From an optimization exercise on the open Yosys and OpenROAD flow, aimed at small area, a short achievable clock period and few clock cycles per item; shortcuts taken in it are not production practice.
In this exercise RTL edits were held to simulation tests only and were not proved equivalent to the original.

==> flow/design.v <==
package tecr_pkg;
    localparam int POS_W  = 17;                  
    localparam int SIDE_W = POS_W + 3;           
    localparam int QENT_W = POS_W + 1;           
    localparam int D_W    = 17;                  
    localparam int Q_W    = 17;                  
    localparam int P1_W   = 32;                  
    localparam int P2_W   = P1_W + POS_W;        
    localparam int DROP_W = 10;                  
    localparam int M_W    = P2_W - DROP_W;       
    localparam logic [POS_W-1:0] POS_ONE  = 17'h10000;
    localparam logic [POS_W-1:0] Q14_ONE  = 17'h04000;
    localparam logic REG_SNOW_LINE = 1'b0;
    localparam logic REG_STRENGTH  = 1'b1;
    localparam logic [15:0] SNOW_LINE_RST = 16'd52429;
    localparam logic [15:0] STRENGTH_RST  = 16'd4096;
    typedef struct packed {
        logic             ocean;
        logic             snow_app;
        logic             neg;
        logic [POS_W-1:0] pos;
    } side_t;
    typedef struct packed {
        logic             ocean;
        logic [POS_W-1:0] pos;
    } qent_t;
    typedef struct packed {
        logic [7:0] r;
        logic [7:0] g;
        logic [7:0] b;
    } rgb_t;
    localparam logic [3*24-1:0] OCEAN_COLORS = {
        {8'd10,  8'd25,  8'd80},
        {8'd40,  8'd170, 8'd210},
        {8'd140, 8'd210, 8'd230}
    };
    localparam logic [5*24-1:0] LAND_COLORS = {
        {8'd255, 8'd255, 8'd255},
        {8'd100, 8'd100, 8'd100},
        {8'd160, 8'd140, 8'd80},
        {8'd90,  8'd180, 8'd60},
        {8'd34,  8'd139, 8'd34}
    };
endpackage
module tecr_div (
    input  logic                             aclk,
    input  logic                             aresetn,
    input  logic                             en,
    input  logic                             in_valid,
    input  logic [tecr_pkg::M_W-1:0]         in_m,
    input  logic [tecr_pkg::D_W-1:0]         d,
    input  tecr_pkg::side_t                  in_side,
    output logic                             out_valid,
    output logic [tecr_pkg::Q_W-1:0]         out_q,
    output logic                             out_sat,
    output tecr_pkg::side_t                  out_side
);
    localparam int STEPS = tecr_pkg::Q_W;
    localparam int HI_W  = tecr_pkg::M_W - tecr_pkg::Q_W;
    logic                         valid_reg [0:STEPS];
    logic                         sat_reg   [0:STEPS];
    logic [tecr_pkg::SIDE_W-1:0] side_reg [0:STEPS];
    logic [tecr_pkg::Q_W-1:0]     q_reg     [0:STEPS];
    logic [tecr_pkg::D_W-1:0]     rem_reg   [0:STEPS-1];
    logic [tecr_pkg::Q_W-1:0]     low_reg   [0:STEPS-1];
    logic [HI_W-1:0] m_hi;
    assign m_hi = in_m[tecr_pkg::M_W-1:tecr_pkg::Q_W];
    always_ff @(posedge aclk) begin
        if (!aresetn) begin
            valid_reg[0] <= 1'b0;
        end else if (en) begin
            valid_reg[0] <= in_valid;
        end
    end
    always_ff @(posedge aclk) begin
        if (en) begin
            sat_reg[0]  <= (m_hi >= HI_W'(d));
            rem_reg[0]  <= m_hi[tecr_pkg::D_W-1:0];
            low_reg[0]  <= in_m[tecr_pkg::Q_W-1:0];
            q_reg[0]    <= '0;
            side_reg[0] <= in_side;
        end
    end
    for (genvar k = 1; k <= STEPS; k++) begin : g_step
        logic [tecr_pkg::D_W:0]   trial;
        logic                     ge;
        logic [tecr_pkg::D_W:0]   diff;
        assign trial = {rem_reg[k-1], low_reg[k-1][tecr_pkg::Q_W-1]};
        assign diff  = trial - {1'b0, d};
        assign ge    = !diff[tecr_pkg::D_W];
        always_ff @(posedge aclk) begin
            if (!aresetn) begin
                valid_reg[k] <= 1'b0;
            end else if (en) begin
                valid_reg[k] <= valid_reg[k-1];
            end
        end
        always_ff @(posedge aclk) begin
            if (en) begin
                sat_reg[k]  <= sat_reg[k-1];
                side_reg[k] <= side_reg[k-1];
                q_reg[k]    <= {q_reg[k-1][tecr_pkg::Q_W-2:0], ge};
            end
        end
        if (k < STEPS) begin : g_rem
            always_ff @(posedge aclk) begin
                if (en) begin
                    rem_reg[k] <= ge ? diff[tecr_pkg::D_W-1:0] : trial[tecr_pkg::D_W-1:0];
                    low_reg[k] <= {low_reg[k-1][tecr_pkg::Q_W-2:0], 1'b0};
                end
            end
        end
    end
    assign out_valid = valid_reg[STEPS];
    assign out_q     = q_reg[STEPS];
    assign out_sat   = sat_reg[STEPS];
    assign out_side  = side_reg[STEPS];
endmodule
module tecr_front (
    input  logic                  aclk,
    input  logic                  aresetn,
    input  logic                  s_valid,
    output logic                  s_ready,
    input  logic signed [15:0]    elevation,
    input  logic signed [15:0]    temperature,
    input  logic [15:0]           snow_line,
    input  logic [15:0]           snow_temp_strength,
    input  logic                  q_full,
    output logic                  out_valid,
    output tecr_pkg::qent_t       out_entry
);
    localparam int POS_W = tecr_pkg::POS_W;
    localparam int SUM_W = POS_W + 2;
    logic                    adv;
    logic signed [POS_W-1:0] elev_ext;
    logic [POS_W-1:0]        mag;
    logic [POS_W-1:0]        clip;
    logic [POS_W-1:0]        pos0;
    logic [POS_W-1:0]        snow_ext;
    logic [15:0]             abs_temp;
    logic [tecr_pkg::D_W-1:0] d;
    tecr_pkg::side_t         side0;
    logic                    v1_reg;
    tecr_pkg::side_t         side1_reg;
    logic [15:0]             abs_temp1_reg;
    logic [POS_W-1:0]        diff1_reg;
    logic                    v2_reg;
    tecr_pkg::side_t         side2_reg;
    logic [tecr_pkg::P1_W-1:0] p1_reg;
    logic [POS_W-1:0]        diff2_reg;
    logic                    v3_reg;
    tecr_pkg::side_t         side3_reg;
    logic [tecr_pkg::P2_W-1:0] p2_reg;
    logic                    dv;
    logic [tecr_pkg::Q_W-1:0] dq;
    logic                    dsat;
    tecr_pkg::side_t         dside;
    logic [tecr_pkg::Q_W-1:0] qv;
    logic signed [SUM_W-1:0] t_s;
    logic signed [SUM_W-1:0] q_s;
    logic signed [SUM_W-1:0] sum;
    logic [POS_W-1:0]        t_new;
    logic                    out_valid_reg;
    tecr_pkg::qent_t         entry_reg;
    tecr_pkg::qent_t         entry_next;
    assign adv     = !out_valid_reg || !q_full;
    assign s_ready = adv;
    assign snow_ext = {1'b0, snow_line};
    assign d        = tecr_pkg::POS_ONE - snow_ext;
    always_comb begin
        elev_ext = POS_W'(elevation);
        mag      = elevation[15] ? POS_W'(-elev_ext) : POS_W'(elev_ext);
        clip     = (mag > tecr_pkg::Q14_ONE) ? tecr_pkg::Q14_ONE : mag;
        pos0     = elevation[15] ? clip : POS_W'({clip, 2'b00});
        abs_temp = temperature[15] ? 16'(-temperature) : 16'(temperature);
        side0.ocean    = elevation[15];
        side0.snow_app = !elevation[15] && (pos0 > snow_ext);
        side0.neg      = temperature[15];
        side0.pos      = pos0;
    end
    always_ff @(posedge aclk) begin
        if (!aresetn) begin
            v1_reg <= 1'b0;
            v2_reg <= 1'b0;
            v3_reg <= 1'b0;
        end else if (adv) begin
            v1_reg <= s_valid;
            v2_reg <= v1_reg;
            v3_reg <= v2_reg;
        end
    end
    always_ff @(posedge aclk) begin
        if (adv) begin
            side1_reg     <= side0;
            abs_temp1_reg <= abs_temp;
            diff1_reg     <= pos0 - snow_ext;
            side2_reg     <= side1_reg;
            p1_reg        <= abs_temp1_reg * snow_temp_strength;
            diff2_reg     <= diff1_reg;
            side3_reg     <= side2_reg;
            p2_reg        <= p1_reg * diff2_reg;
        end
    end
    tecr_div u_div (
        .aclk      (aclk),
        .aresetn   (aresetn),
        .en        (adv),
        .in_valid  (v3_reg),
        .in_m      (p2_reg[tecr_pkg::P2_W-1:tecr_pkg::DROP_W]),
        .d         (d),
        .in_side   (side3_reg),
        .out_valid (dv),
        .out_q     (dq),
        .out_sat   (dsat),
        .out_side  (dside)
    );
    always_comb begin
        qv    = dsat ? '1 : dq;
        t_s   = SUM_W'(dside.pos);
        q_s   = SUM_W'(qv);
        sum   = dside.neg ? (t_s + q_s) : (t_s - q_s);
        if (sum < 0) begin
            t_new = '0;
        end else if (sum > SUM_W'(tecr_pkg::POS_ONE)) begin
            t_new = tecr_pkg::POS_ONE;
        end else begin
            t_new = sum[POS_W-1:0];
        end
        entry_next.ocean = dside.ocean;
        entry_next.pos   = dside.snow_app ? t_new : dside.pos;
    end
    always_ff @(posedge aclk) begin
        if (!aresetn) begin
            out_valid_reg <= 1'b0;
        end else if (adv) begin
            out_valid_reg <= dv;
        end
    end
    always_ff @(posedge aclk) begin
        if (adv) begin
            entry_reg <= entry_next;
        end
    end
    assign out_valid = out_valid_reg;
    assign out_entry = entry_reg;
endmodule
module tecr_fifo #(
    parameter int DEPTH = 4
) (
    input  logic             aclk,
    input  logic             aresetn,
    input  logic             push,
    input  tecr_pkg::qent_t  din,
    input  logic             pop,
    output tecr_pkg::qent_t  dout,
    output logic             full,
    output logic             empty
);
    localparam int PTR_W = (DEPTH > 1) ? $clog2(DEPTH) : 1;
    localparam int CNT_W = $clog2(DEPTH + 1);
    logic [tecr_pkg::QENT_W-1:0] slot_reg [DEPTH];
    logic [PTR_W-1:0]  wr_ptr_reg;
    logic [PTR_W-1:0]  rd_ptr_reg;
    logic [CNT_W-1:0]  count_reg;
    logic [PTR_W-1:0]  wr_ptr_next;
    logic [PTR_W-1:0]  rd_ptr_next;
    logic [CNT_W-1:0]  count_next;
    logic              do_push;
    logic              do_pop;
    assign full    = (count_reg == CNT_W'(DEPTH));
    assign empty   = (count_reg == '0);
    assign do_push = push && !full;
    assign do_pop  = pop && !empty;
    assign dout    = slot_reg[rd_ptr_reg];
    always_comb begin
        wr_ptr_next = wr_ptr_reg;
        rd_ptr_next = rd_ptr_reg;
        count_next  = count_reg;
        if (do_push) begin
            wr_ptr_next = (wr_ptr_reg == PTR_W'(DEPTH - 1)) ? '0 : wr_ptr_reg + 1'b1;
        end
        if (do_pop) begin
            rd_ptr_next = (rd_ptr_reg == PTR_W'(DEPTH - 1)) ? '0 : rd_ptr_reg + 1'b1;
        end
        if (do_push && !do_pop) begin
            count_next = count_reg + 1'b1;
        end else if (do_pop && !do_push) begin
            count_next = count_reg - 1'b1;
        end
    end
    always_ff @(posedge aclk) begin
        if (!aresetn) begin
            wr_ptr_reg <= '0;
            rd_ptr_reg <= '0;
            count_reg  <= '0;
        end else begin
            wr_ptr_reg <= wr_ptr_next;
            rd_ptr_reg <= rd_ptr_next;
            count_reg  <= count_next;
        end
    end
    always_ff @(posedge aclk) begin
        if (do_push) begin
            slot_reg[wr_ptr_reg] <= din;
        end
    end
endmodule
module tecr_back (
    input  logic             aclk,
    input  logic             aresetn,
    input  logic             in_valid,
    input  tecr_pkg::qent_t  in_entry,
    output logic             pop,
    output logic             m_valid,
    input  logic             m_ready,
    output tecr_pkg::rgb_t   m_color
);
    localparam int POS_W = tecr_pkg::POS_W;
    logic [POS_W-1:0]  pos;
    logic [POS_W-1:0]  u;
    logic [POS_W-1:0]  tm1;
    logic [1:0]        seg;
    logic [POS_W-1:0]  frac;
    logic              wide;
    tecr_pkg::rgb_t    col_a;
    tecr_pkg::rgb_t    col_b;
    tecr_pkg::rgb_t    color;
    logic              m_valid_reg;
    logic              m_valid_next;
    tecr_pkg::rgb_t    color_reg;
    function automatic logic [7:0] lerp(input logic [7:0] a, input logic [7:0] b,
                                        input logic [POS_W-1:0] f, input logic w);
        logic signed [8:0]  dlt;
        logic signed [26:0] prod;
        logic signed [26:0] sh;
        logic signed [26:0] total;
        dlt   = $signed({1'b0, b}) - $signed({1'b0, a});
        prod  = dlt * $signed({1'b0, f});
        sh    = w ? (prod >>> 16) : (prod >>> 14);
        total = sh + $signed({19'd0, a});
        lerp  = total[7:0];
    endfunction
    always_comb begin
        pos   = in_entry.pos;
        u     = POS_W'({pos, 2'b00}) + pos;
        tm1   = pos - 1'b1;
        seg   = tm1[15:14];
        frac  = '0;
        wide  = 1'b0;
        col_a = tecr_pkg::OCEAN_COLORS[24*0 +: 24];
        col_b = tecr_pkg::OCEAN_COLORS[24*0 +: 24];
        if (in_entry.ocean) begin
            if (u == '0) begin
                col_a = tecr_pkg::OCEAN_COLORS[24*0 +: 24];
                col_b = tecr_pkg::OCEAN_COLORS[24*0 +: 24];
            end else if (u <= tecr_pkg::Q14_ONE) begin
                col_a = tecr_pkg::OCEAN_COLORS[24*0 +: 24];
                col_b = tecr_pkg::OCEAN_COLORS[24*1 +: 24];
                frac  = u;
            end else if (pos >= tecr_pkg::Q14_ONE) begin
                col_a = tecr_pkg::OCEAN_COLORS[24*2 +: 24];
                col_b = tecr_pkg::OCEAN_COLORS[24*2 +: 24];
            end else begin
                col_a = tecr_pkg::OCEAN_COLORS[24*1 +: 24];
                col_b = tecr_pkg::OCEAN_COLORS[24*2 +: 24];
                frac  = u - tecr_pkg::Q14_ONE;
                wide  = 1'b1;
            end
        end else begin
            if (pos == '0) begin
                col_a = tecr_pkg::LAND_COLORS[24*0 +: 24];
                col_b = tecr_pkg::LAND_COLORS[24*0 +: 24];
            end else if (pos >= tecr_pkg::POS_ONE) begin
                col_a = tecr_pkg::LAND_COLORS[24*4 +: 24];
                col_b = tecr_pkg::LAND_COLORS[24*4 +: 24];
            end else begin
                col_a = tecr_pkg::LAND_COLORS[24*seg +: 24];
                col_b = tecr_pkg::LAND_COLORS[24*({1'b0, seg} + 3'd1) +: 24];
                frac  = pos - POS_W'({seg, 14'd0});
            end
        end
        color.r = lerp(col_a.r, col_b.r, frac, wide);
        color.g = lerp(col_a.g, col_b.g, frac, wide);
        color.b = lerp(col_a.b, col_b.b, frac, wide);
    end
    assign pop = in_valid && (!m_valid_reg || m_ready);
    always_comb begin
        m_valid_next = m_valid_reg;
        if (pop) begin
            m_valid_next = 1'b1;
        end else if (m_ready) begin
            m_valid_next = 1'b0;
        end
    end
    always_ff @(posedge aclk) begin
        if (!aresetn) begin
            m_valid_reg <= 1'b0;
        end else begin
            m_valid_reg <= m_valid_next;
        end
    end
    always_ff @(posedge aclk) begin
        if (pop) begin
            color_reg <= color;
        end
    end
    assign m_valid = m_valid_reg;
    assign m_color = color_reg;
endmodule
module terrain_elevation_color_ramp_top #(
    parameter int FIFO_DEPTH = 4
) (
    input  logic        aclk,
    input  logic        aresetn,
    input  logic        s_tvalid,
    output logic        s_tready,
    input  logic [31:0] s_tdata,     
    output logic        m_tvalid,
    input  logic        m_tready,
    output logic [23:0] m_tdata,     
    input  logic        psel,
    input  logic        penable,
    input  logic        pwrite,
    input  logic [2:0]  paddr,
    input  logic [31:0] pwdata,
    output logic [31:0] prdata,
    output logic        pready
);
    logic [15:0]     snow_line_reg;
    logic [15:0]     strength_reg;
    logic            cfg_wr;
    logic            front_valid;
    tecr_pkg::qent_t front_entry;
    logic            q_full;
    logic            q_empty;
    tecr_pkg::qent_t q_head;
    logic            q_pop;
    tecr_pkg::rgb_t  color;
    assign pready = 1'b1;
    assign cfg_wr = psel && penable && pwrite && pready;
    always_ff @(posedge aclk) begin
        if (!aresetn) begin
            snow_line_reg <= tecr_pkg::SNOW_LINE_RST;
            strength_reg  <= tecr_pkg::STRENGTH_RST;
        end else if (cfg_wr) begin
            case (paddr[2])
                tecr_pkg::REG_SNOW_LINE: snow_line_reg <= pwdata[15:0];
                tecr_pkg::REG_STRENGTH:  strength_reg  <= pwdata[15:0];
                default: ;
            endcase
        end
    end
    always_comb begin
        case (paddr[2])
            tecr_pkg::REG_SNOW_LINE: prdata = {16'd0, snow_line_reg};
            tecr_pkg::REG_STRENGTH:  prdata = {16'd0, strength_reg};
            default:                 prdata = '0;
        endcase
    end
    tecr_front u_front (
        .aclk               (aclk),
        .aresetn            (aresetn),
        .s_valid            (s_tvalid),
        .s_ready            (s_tready),
        .elevation          (s_tdata[15:0]),
        .temperature        (s_tdata[31:16]),
        .snow_line          (snow_line_reg),
        .snow_temp_strength (strength_reg),
        .q_full             (q_full),
        .out_valid          (front_valid),
        .out_entry          (front_entry)
    );
    tecr_fifo #(
        .DEPTH (FIFO_DEPTH)
    ) u_fifo (
        .aclk    (aclk),
        .aresetn (aresetn),
        .push    (front_valid),
        .din     (front_entry),
        .pop     (q_pop),
        .dout    (q_head),
        .full    (q_full),
        .empty   (q_empty)
    );
    tecr_back u_back (
        .aclk     (aclk),
        .aresetn  (aresetn),
        .in_valid (!q_empty),
        .in_entry (q_head),
        .pop      (q_pop),
        .m_valid  (m_tvalid),
        .m_ready  (m_tready),
        .m_color  (color)
    );
    assign m_tdata = {color.b, color.g, color.r};
endmodule
==> flow/run.sh <==
#!/bin/bash
# synth_recipe.tcl (not shown) runs the flow's synth.tcl, then flattens the netlist and writes it again
# the make line also repeats each setting of config.mk as NAME=value (left out here)
make -C /OpenROAD-flow-scripts/flow DESIGN_CONFIG=/design/flow/config.mk WORK_HOME=/design/flow/orfs CLKGATE_MAP_FILE= SYNTH_SCRIPT=/design/flow/synth_recipe.tcl finish
==> flow/config.mk <==
export PLATFORM = sky130hd
export DESIGN_NAME = terrain_elevation_color_ramp_top
export DESIGN_NICKNAME = terrain_elevation_color_ramp_top
export VERILOG_FILES = /design/flow/design.v
export SDC_FILE = /design/flow/constraint.sdc
export NUM_CORES = 4
export LEC_CHECK = 0
export CAP_MARGIN = 20
export CORE_MARGIN = 2
export CORE_UTILIZATION = 40
export SLEW_MARGIN = 20
==> flow/constraint.sdc <==
create_clock -name core_clock -period 13.5 [get_ports {aclk}]
set_input_delay 2.7000 -clock core_clock [delete_from_list [all_inputs] [get_ports {aclk}]]
set_output_delay 2.7000 -clock core_clock [all_outputs]
set_load 0.01 [all_outputs]
==> qor.csv <==
metric;value;unit
fp.dieW;504;um
cts_made_buffers;146;
drc;0;
drt_iter0_drc;3573;
setup_violations;0;
clk_pin_slew_worst_paths;0.06;ns
seq_area;39400;um2
path_common_cell;a21oi_1;
ys_seq_area_share;39.3;%
drive_above_1_share;7.11;%
cap_violations;0;
cp-end-kind;register;
synth_area;100000;um2
maxSlewViolCount;0;
vias_per_cell;5.07;
max_freq;0.0777;GHz
syn_area_per_cell;11.0;um2
cp_num_buf_inv;10;
htreeDepth;4;
status;timing/DRC/antenna clean;
ant_nets;0;
ys_top_cells_by_count;edfxtp_1 (1268), inv_1 (1217), nand2_1 (1208), fa_1 (983), ha_1 (812);
grt_first_pass_wirelength;355000;um
timing.slew.headroom;24.5;%
period_needed;12.86;ns
synth_cell_types;91;
final_nets;11200;
hold_viol;0;
root_buffer;clkbuf_16;
grt_start_max_net_pins;189;
synth_area_leaders;edfxtp_1 (38%), fa_1 (20%), ha_1 (10%);
synth_edf_count;1268;
ys_seq_elements;1332;
cts_tree;done;
start_kind;register;
layout.cells.non_filler;12700;
multi_input_area;55300;um2
dr.pass1.iters;5;
clkSinkCount;1332;
dp_hpwl;167000;um
arrival;13.37;ns
cpPeakStageDelay;0.60;ns
hold_buffers;0;
track_usage;17.2;%
synth_top_area_share;38.0;%
via_count;64500;
ys_async_sr_fraction;0;%
synth_top_area_cell;edfxtp_1;
critPathKind;reg2reg;
dp.cells;12500;
antenna_found_initial;2;
cts.path.max_buffers;3;
synthCells;9106;
chipHeight;504;um
grt_pass1_vias;67300;
tightest_slew;1.12;ns
dieArea;254000;um2
filler_cell_count;23000;
skew;0.0366;ns
post-route-period-util;95.3;%
path_max_fanout;10;
wl_per_cell;17.1;um
floorplan.initialDensity;40.2;%
ys.flop_type;edfxtp_1;
drt_wl_total;218000;um
crit_slowest_cell;mux4_2;
gp_congestion;0.863;
io_pins;133;
holdCritPathClass;reg2reg;
ys_warn_count;11;
clk_latency;0.80;ns
core-area;249000;um2
cp_top_family;compound AO/OA/AOI/OAI gates;
rows;183;
area_growth;11.2;%
largest_reg_flops;360;
grt_overflow;0;
synth.most_common_cell;edfxtp_1;
required;14.01;ns
port_buffers;97;
==> final cells by class <==
| cell class | instances | area share (%) |
|---|---|---|
| diodes | 2 | 0.00449 |
| clock buffers | 187 | 3.47 |
| clock inverters | 80 | 0.985 |
| inverters | 1219 | 4.11 |
| multi-input cells | 6227 | 49.6 |
| flip-flops and latches | 1332 | 35.3 |
| well taps | 3330 | 3.74 |
| repair buffers | 355 | 2.72 |
==> routing by layer <==
layer,wire length (um),GRT usage (%),vias up,share of wire (%)
met2,108000,29.9,1270,50
met1,95700,22.4,32200,44
met3,9400,2.65,321,4.3
met4,4810,4.58,0,2.2
li1,-,-,30700,-
met5,0,0,-,0
==> stage by stage <==
stage          TNS, ns  utilization (%)  area (um2)  hold WS (ns)  worst slack, ns
6_report             0             44.8      111000         0.394            0.636
5_1_grt        -0.0327             44.8      111000         0.405          -0.0168
4_1_cts              0             44.7      111000         0.386            0.399
3_5_place_dp         0             42.7      106000         0.405            0.485
3_3_place_gp         0             42.7      106000         0.400            0.413
2_1_floorplan        0                -      100000         0.400            0.708
==> layout by cell type (no fill, tap or decap), types with 96 or more instances in the layout <==
| master | n |
|---|---|
| edfxtp_1 | 1268 |
| clkbuf_16 | 149 |
| buf_4 | 247 |
| nand2b_1 | 145 |
| o21ai_0 | 363 |
| xnor2_1 | 282 |
| nor3_1 | 102 |
| xor2_1 | 107 |
| a21oi_1 | 271 |
| and2_1 | 253 |
| a21o_1 | 108 |
| clkdlybuf4s50_1 | 96 |
| nor2_1 | 547 |
| nand2_1 | 1208 |
| fa_1 | 983 |
| a21boi_0 | 107 |
| inv_1 | 1216 |
| ha_1 | 810 |
==> kinds of logic after synthesis <==
logic type / Yosys count / share of synthesized area [%]
AOI/OAI and AO/OA: 1298 / 8.34
xor gates and xnor gates: 422 / 3.69
adders and majority gates: 1795 / 29.8
buffers and inverters: 1562 / 5.93
DFF: 1332 / 39.3
muxes: 95 / 1.23
other: 2 / 0.00750
and+or+nand+nor: 2600 / 11.7
==> timing repair <==
| item | CTS | global route |
|---|---|---|
| setup buffers | 0 | 2 |
| endpoints found under the setup margin | 0 | 3 |
| resized for setup | 0 | 20 |
==> final timing paths <==
| check | slack (ns) | cells after the start | to | from |
|---|---|---|---|---|
| hold reg to reg | 0.39 | 0 | u_front.u_div.low_reg[7][14] | u_front.u_div.low_reg[6][13] |
| setup reg to reg | 0.64 | 54 | u_back.color_reg[23] | register |
| hold / removal | 0.39 | 0 | u_front.u_div.low_reg[7][14] | u_front.u_div.low_reg[6][13] |
| setup / recovery | 0.64 | 54 | u_back.color_reg[23] | register |
==> worst register-to-register path: cells and delay by family (launching register included) <==
kind,cells,cell delay (ns)
AOI/OAI and AO/OA,21,4.06
adders and majority gates,9,3.60
and+or+nand+nor,8,2.16
buffers and inverters,10,1.08
muxes,2,0.86
xor gates and xnor gates,4,0.41
DFF,1,0.40
Testbench counts, summed over its fixed seeds: cycles 16,576, items 16,384.

==> afterwards: timing with drivers on the ports <==
The results above use ideal ports. As a check the final layout listed here was re-extracted and re-timed, cells and wires unchanged.
Step 1 sets driving cells, clkbuf_16 on the clock port and buf_2 on the other inputs (assumed; they add their load-dependent delay and slew).
Step 2 moves the port delays by t, midway between the first and last clock arrival at a register: inputs arrive t later, outputs are due t later. That takes back most of the time a late clock gives input paths.
Three values: no drivers, after step 1, after step 2; two values: the first two.
t (ns): 0.867
setup WS [ns]: 0.636 / 0.636 / 0.636
worst setup path at the end: register to register
After both steps setup and hold are still met in this run. For this run, drivers alone change the setup slack by 0.000 ns; drivers and shift together by 0.000 ns.
